Context: an optimization exercise on an open-source flow, tuned for small area. The choices shown serve that exercise and are no tape-out recipe.
Where RTL was checked, it was by simulation tests only, not by an equivalence proof against the original.
Power and IR drop assume default switching activity. The clock port is modelled as an ideal driver; clocking choices that lean on that would not hold on a real chip.

==> inputs of job 7720 <==
==> flow/design.v <==
module cpu_trace_buffer #(
   parameter int DEPTH = 16,
   parameter int AW    = 4,
   parameter int POST  = 8
) (
   input  logic          clock,
   input  logic          reset,
   input  logic [31:0]   cpu_pc,
   input  logic [31:0]   cpu_inst,
   input  logic [31:0]   cpu_aluout,
   input  logic [31:0]   cpu_memout,
   input  logic          arm,
   input  logic [31:0]   trig_pc,
   input  logic          rd_en,
   output logic          rd_valid,
   output logic [31:0]   rd_pc,
   output logic [31:0]   rd_inst,
   output logic [31:0]   rd_aluout,
   output logic [31:0]   rd_memout,
   output logic [1:0]    state,
   output logic [AW:0]   count,
   output logic          triggered
);
   localparam int EW = 128;
   localparam logic [AW:0] LP_FULL = (AW+1)'(DEPTH);
   localparam logic [1:0] S_IDLE = 2'd0;
   localparam logic [1:0] S_PRE  = 2'd1;
   localparam logic [1:0] S_POST = 2'd2;
   localparam logic [1:0] S_DONE = 2'd3;
   logic [1:0]       r_state;
   logic [EW-1:0]    r_ring [DEPTH];
   logic [AW-1:0]    r_pos;
   logic [AW:0]      r_count;
   logic [2:0]       r_post;
   logic             r_triggered;
   logic             r_rd_valid;
   logic             w_write;
   logic             w_hit;
   logic             w_read;
   logic             w_rearm;
   logic             w_to_done;
   logic [AW:0]      w_count_inc;
   logic [EW-1:0]    w_rd_entry;
   logic [EW-1:0]    w_wr_entry;
   assign w_wr_entry  = {cpu_pc, cpu_inst, cpu_aluout, cpu_memout};
   assign w_write     = (r_state == S_PRE) || (r_state == S_POST);
   assign w_hit       = (r_state == S_PRE) && (cpu_pc == trig_pc);
   assign w_rearm     = ((r_state == S_IDLE) || (r_state == S_DONE)) && arm;
   assign w_read      = (r_state == S_DONE) && !arm && rd_en && (r_count != '0);
   assign w_to_done   = (r_state == S_POST) && (r_post == 3'd7);
   assign w_count_inc = (r_count == LP_FULL) ? r_count : r_count + 1'b1;
   logic [EW-1:0]    w_ring_in;
   logic             w_rot, w_rot_n;
   assign w_rot   = (r_state == S_DONE);
   assign w_rot_n = ~w_rot;
   for (genvar b = 0; b < EW; b++) begin : g_in
      ctb_ao22 u_ao (
         .a0(r_ring[DEPTH-1][b]), .s0(w_rot),
         .a1(w_wr_entry[b]),      .s1(w_rot_n),
         .y(w_ring_in[b]));
   end
   always_ff @(posedge clock) begin
      r_ring[0] <= w_ring_in;
      for (int i = 1; i < DEPTH; i++) r_ring[i] <= r_ring[i-1];
   end
   always_ff @(posedge clock) begin
      if (w_to_done)   r_pos <= w_count_inc[AW-1:0];
      else if (!w_read) r_pos <= r_pos + 1'b1;
   end
   always_ff @(posedge clock) begin
      if (reset) begin
         r_state     <= S_IDLE;
         r_count     <= '0;
         r_post      <= '0;
         r_triggered <= 1'b0;
         r_rd_valid  <= 1'b0;
      end else begin
         r_rd_valid <= w_read;
         case (r_state)
            S_IDLE:  if (arm) r_state <= S_PRE;
            S_PRE:   if (w_hit) r_state <= S_POST;
            S_POST:  if (w_to_done) r_state <= S_DONE;
            default: if (arm) r_state <= S_PRE;
         endcase
         if (w_rearm) begin
            r_count     <= '0;
            r_triggered <= 1'b0;
         end
         if (w_write) r_count <= w_count_inc;
         if (w_read)  r_count <= r_count - 1'b1;
         if (w_hit) begin
            r_triggered <= 1'b1;
            r_post      <= '0;
         end else if (r_state == S_POST) begin
            r_post <= r_post + 1'b1;
         end
      end
   end
   logic [DEPTH-1:0] w_sel;
   always_comb
      for (int i = 0; i < DEPTH; i++) w_sel[i] = (r_pos == AW'(i));
   for (genvar b = 0; b < EW; b++) begin : g_rd
      logic [4:0] w_grp_n;
      for (genvar g = 0; g < 5; g++) begin : g_grp
         ctb_aoi222 u_aoi (
            .a0(r_ring[3*g][b]),   .s0(w_sel[3*g]),
            .a1(r_ring[3*g+1][b]), .s1(w_sel[3*g+1]),
            .a2(r_ring[3*g+2][b]), .s2(w_sel[3*g+2]),
            .y(w_grp_n[g]));
      end
      ctb_or_tail u_tail (
         .y_n(w_grp_n), .a(r_ring[15][b]), .s(w_sel[15]), .y(w_rd_entry[b]));
   end
   assign state     = r_state;
   assign count     = r_count;
   assign triggered = r_triggered;
   assign rd_valid  = r_rd_valid;
   assign rd_pc     = w_rd_entry[127:96];
   assign rd_inst   = w_rd_entry[95:64];
   assign rd_aluout = w_rd_entry[63:32];
   assign rd_memout = w_rd_entry[31:0];
endmodule
module ctb_aoi222 (
   input  logic a0, s0, a1, s1, a2, s2,
   output logic y
);
   assign y = ~((a0 & s0) | (a1 & s1) | (a2 & s2));
endmodule
module ctb_or_tail (
   input  logic [4:0] y_n,
   input  logic       a, s,
   output logic       y
);
   assign y = ~(&y_n) | (a & s);
endmodule
module ctb_ao22 (
   input  logic a0, s0, a1, s1,
   output logic y
);
   assign y = (a0 & s0) | (a1 & s1);
endmodule
==> flow/flow/run.sh <==
#!/bin/bash
# Standard ORFS layout (the standard.sh) with two changes:
#  - port buffers use the smallest buffer cell (buf_1) instead of the default pick
#  - clock tree: larger sink clusters, no dummy loads
set -euo pipefail
bash standard.sh finish \
  "BUFFER_PORTS_ARGS=-buffer_cell sky130_fd_sc_hd__buf_1" \
  "CTS_ARGS=-sink_clustering_enable -repair_clock_nets -dont_use_dummy_load -sink_clustering_size 34 -sink_clustering_max_diameter 90" \
  > make_finish.log 2>&1
==> flow/standard.sh <==
#!/bin/bash
# synth_recipe.tcl (not shown) runs the flow's synth.tcl, then flattens the netlist and writes it again
# the make line also repeats each setting of config.mk as NAME=value (left out here)
make -C /OpenROAD-flow-scripts/flow DESIGN_CONFIG=/design/flow/config.mk WORK_HOME=/design/flow/orfs CLKGATE_MAP_FILE= SYNTH_SCRIPT=/design/flow/synth_recipe.tcl "${@:-finish}"
==> flow/config.mk <==
export PLATFORM = sky130hd
export DESIGN_NAME = cpu_trace_buffer
export DESIGN_NICKNAME = cpu_trace_buffer
export VERILOG_FILES = /design/flow/design.v
export SDC_FILE = /design/flow/constraint.sdc
export NUM_CORES = 4
export LEC_CHECK = 0
export CAP_MARGIN = 0
export CORE_MARGIN = 2
export CORE_UTILIZATION = 60
export GPL_TIMING_DRIVEN = 0
export PLACE_DENSITY = 0.75
export SLEW_MARGIN = 0
export SYNTH_HIERARCHICAL = 1
export SYNTH_MINIMUM_KEEP_SIZE = 0
==> flow/constraint.sdc <==
create_clock -name core_clock -period 5.0 [get_ports {clock}]
set_input_delay 1.0000 -clock core_clock [delete_from_list [all_inputs] [get_ports {clock}]]
set_output_delay 1.0000 -clock core_clock [all_outputs]
set_load 0.01 [all_outputs]
==> inputs of job 9037, as changes to job 7720 <==
--- a/flow/design.v
+++ b/flow/design.v
@@ -31,3 +31,3 @@
    logic [EW-1:0]    r_ring [DEPTH];
-   logic [AW-1:0]    r_pos;
+   logic [DEPTH-1:0] r_sel;
    logic [AW:0]      r_count;
@@ -66,4 +66,6 @@
    always_ff @(posedge clock) begin
-      if (w_to_done)   r_pos <= w_count_inc[AW-1:0];
-      else if (!w_read) r_pos <= r_pos + 1'b1;
+      for (int i = 0; i < DEPTH; i++) begin
+         if (w_to_done)    r_sel[i] <= (w_count_inc[AW-1:0] == AW'(i));
+         else if (!w_read) r_sel[i] <= r_sel[(i + DEPTH - 1) % DEPTH];
+      end
    end
@@ -98,5 +100,2 @@
    end
-   logic [DEPTH-1:0] w_sel;
-   always_comb
-      for (int i = 0; i < DEPTH; i++) w_sel[i] = (r_pos == AW'(i));
    for (genvar b = 0; b < EW; b++) begin : g_rd
@@ -105,5 +104,5 @@
          ctb_aoi222 u_aoi (
-            .a0(r_ring[3*g][b]),   .s0(w_sel[3*g]),
-            .a1(r_ring[3*g+1][b]), .s1(w_sel[3*g+1]),
-            .a2(r_ring[3*g+2][b]), .s2(w_sel[3*g+2]),
+            .a0(r_ring[3*g][b]),   .s0(r_sel[3*g]),
+            .a1(r_ring[3*g+1][b]), .s1(r_sel[3*g+1]),
+            .a2(r_ring[3*g+2][b]), .s2(r_sel[3*g+2]),
             .y(w_grp_n[g]));
@@ -111,3 +110,3 @@
       ctb_or_tail u_tail (
-         .y_n(w_grp_n), .a(r_ring[15][b]), .s(w_sel[15]), .y(w_rd_entry[b]));
+         .y_n(w_grp_n), .a(r_ring[15][b]), .s(r_sel[15]), .y(w_rd_entry[b]));
    end
--- a/flow/flow/run.sh
+++ b/flow/flow/run.sh
@@ -7,3 +7,3 @@
   "BUFFER_PORTS_ARGS=-buffer_cell sky130_fd_sc_hd__buf_1" \
-  "CTS_ARGS=-sink_clustering_enable -repair_clock_nets -dont_use_dummy_load -sink_clustering_size 34 -sink_clustering_max_diameter 90" \
+  "CTS_ARGS=-sink_clustering_enable -repair_clock_nets -dont_use_dummy_load -sink_clustering_size 24 -sink_clustering_max_diameter 100" \
   > make_finish.log 2>&1
CAP_MARGIN = 20   (was 0)
CORE_UTILIZATION = 40   (was 60)
GPL_TIMING_DRIVEN = not set   (was 0)
PLACE_DENSITY = not set   (was 0.75)
SLEW_MARGIN = 20   (was 0)
==> inputs of job 1162, as changes to job 7720 <==
CAP_MARGIN = 20   (was 0)
SLEW_MARGIN = 20   (was 0)
==> summary of the runs <==
Routed wire length: job 1162 < job 7720 < job 9037. Of job 9037 and job 7720, job 9037 has the higher non-clock buffer count (gap 14). Against job 9037, the critical path depth of job 1162 is higher by 3. The lowest hold slack belongs to job 9037, the highest to job 1162. Via count: job 1162 > job 7720 > job 9037. Setup slack: job 9037 > job 1162 > job 7720. Between job 9037 and job 7720, the lower cell count is in job 7720 (gap 13%, measured against job 7720). The highest first-iteration DRC count belongs to job 7720, the lowest to job 9037.
==> figures <==
Setup clock skew after layout: job 7720 0.0587 ns; job 1162 0.0375 ns; job 9037 0.0467 ns
Final core occ: job 7720 0.666; job 1162 0.670; job 9037 0.452
Mapped Cells: job 7720 3,379; job 1162 3,379; job 9037 3,404
Placement Rows: job 7720 108; job 1162 108; job 9037 133
Sequential share of cell area: job 7720 0.718; job 1162 0.714; job 9037 0.705
Total routing usage reported by global routing: job 7720 0.285; job 1162 0.283; job 9037 0.201
Hold Crit Start: job 7720 r_ring[1][87]; job 1162 r_ring[1][49]; job 9037 r_ring[10][89]
Result of the run: job 7720 complete, no violations; job 1162 complete, no violations; job 9037 complete, no violations
Avg Inst Size Synth: job 7720 15.4 um2; job 1162 15.4 um2; job 9037 15.4 um2
Pwr dens: job 7720 619 mW/mm2; job 1162 618 mW/mm2; job 9037 710 mW/mm2
Layout buffering overhead excluding clock cells: job 7720 0.0381; job 1162 0.0436; job 9037 0.0334
HPWL reported at the end of detailed placement: job 7720 69,100 um; job 1162 72,100 um; job 9037 72,700 um
Final Cycle Share: job 7720 0.944; job 1162 0.878; job 9037 0.795
Clock sink count: job 7720 2,064; job 1162 2,064; job 9037 2,076
Global-route wire length before repair: job 7720 196,000 um; job 1162 195,000 um; job 9037 207,000 um
Number of diodes: job 7720 5; job 1162 6; job 9037 5
Count of non-filler cells in the finished layout: job 7720 4,948; job 1162 4,965; job 9037 5,610
For job 9037, only the layout was checked, not whether the RTL still works.

[afterwards: timing with drivers on the ports]
How much do the figures lean on ideal ports? The routed layouts below were timed once more, with nothing changed but the port constraints. Step 1 sets driving cells, clkbuf_16 on the clock port and buf_2 on the other inputs (assumed; they add their load-dependent delay and slew). Step 2, shift: input delay + t, output delay - t, t = (earliest + latest rising clock arrival at the registers) / 2. This alone moves slack from input paths to output paths. Three values: no drivers, after step 1, after step 2; two values: the first two.
run | t, ns | setup slack, ns | hold slack, ns | latest minus earliest clock arrival (ns) | worst slew at a driven data input, ns
job 7720 | 0.708 | 0.278 / 0.208 / 0.916 | 0.317 / 0.317 / 0.317 | 0.062 / 0.062 | 0.12
job 9037 | 0.774 | 1.026 / 0.953 / 1.727 | 0.310 / 0.310 / 0.310 | 0.055 / 0.055 | 0.14
job 1162 | 0.707 | 0.608 / 0.537 / 1.244 | 0.323 / 0.323 / 0.323 | 0.043 / 0.042 | 0.13
After both steps every run listed still meets setup and hold.
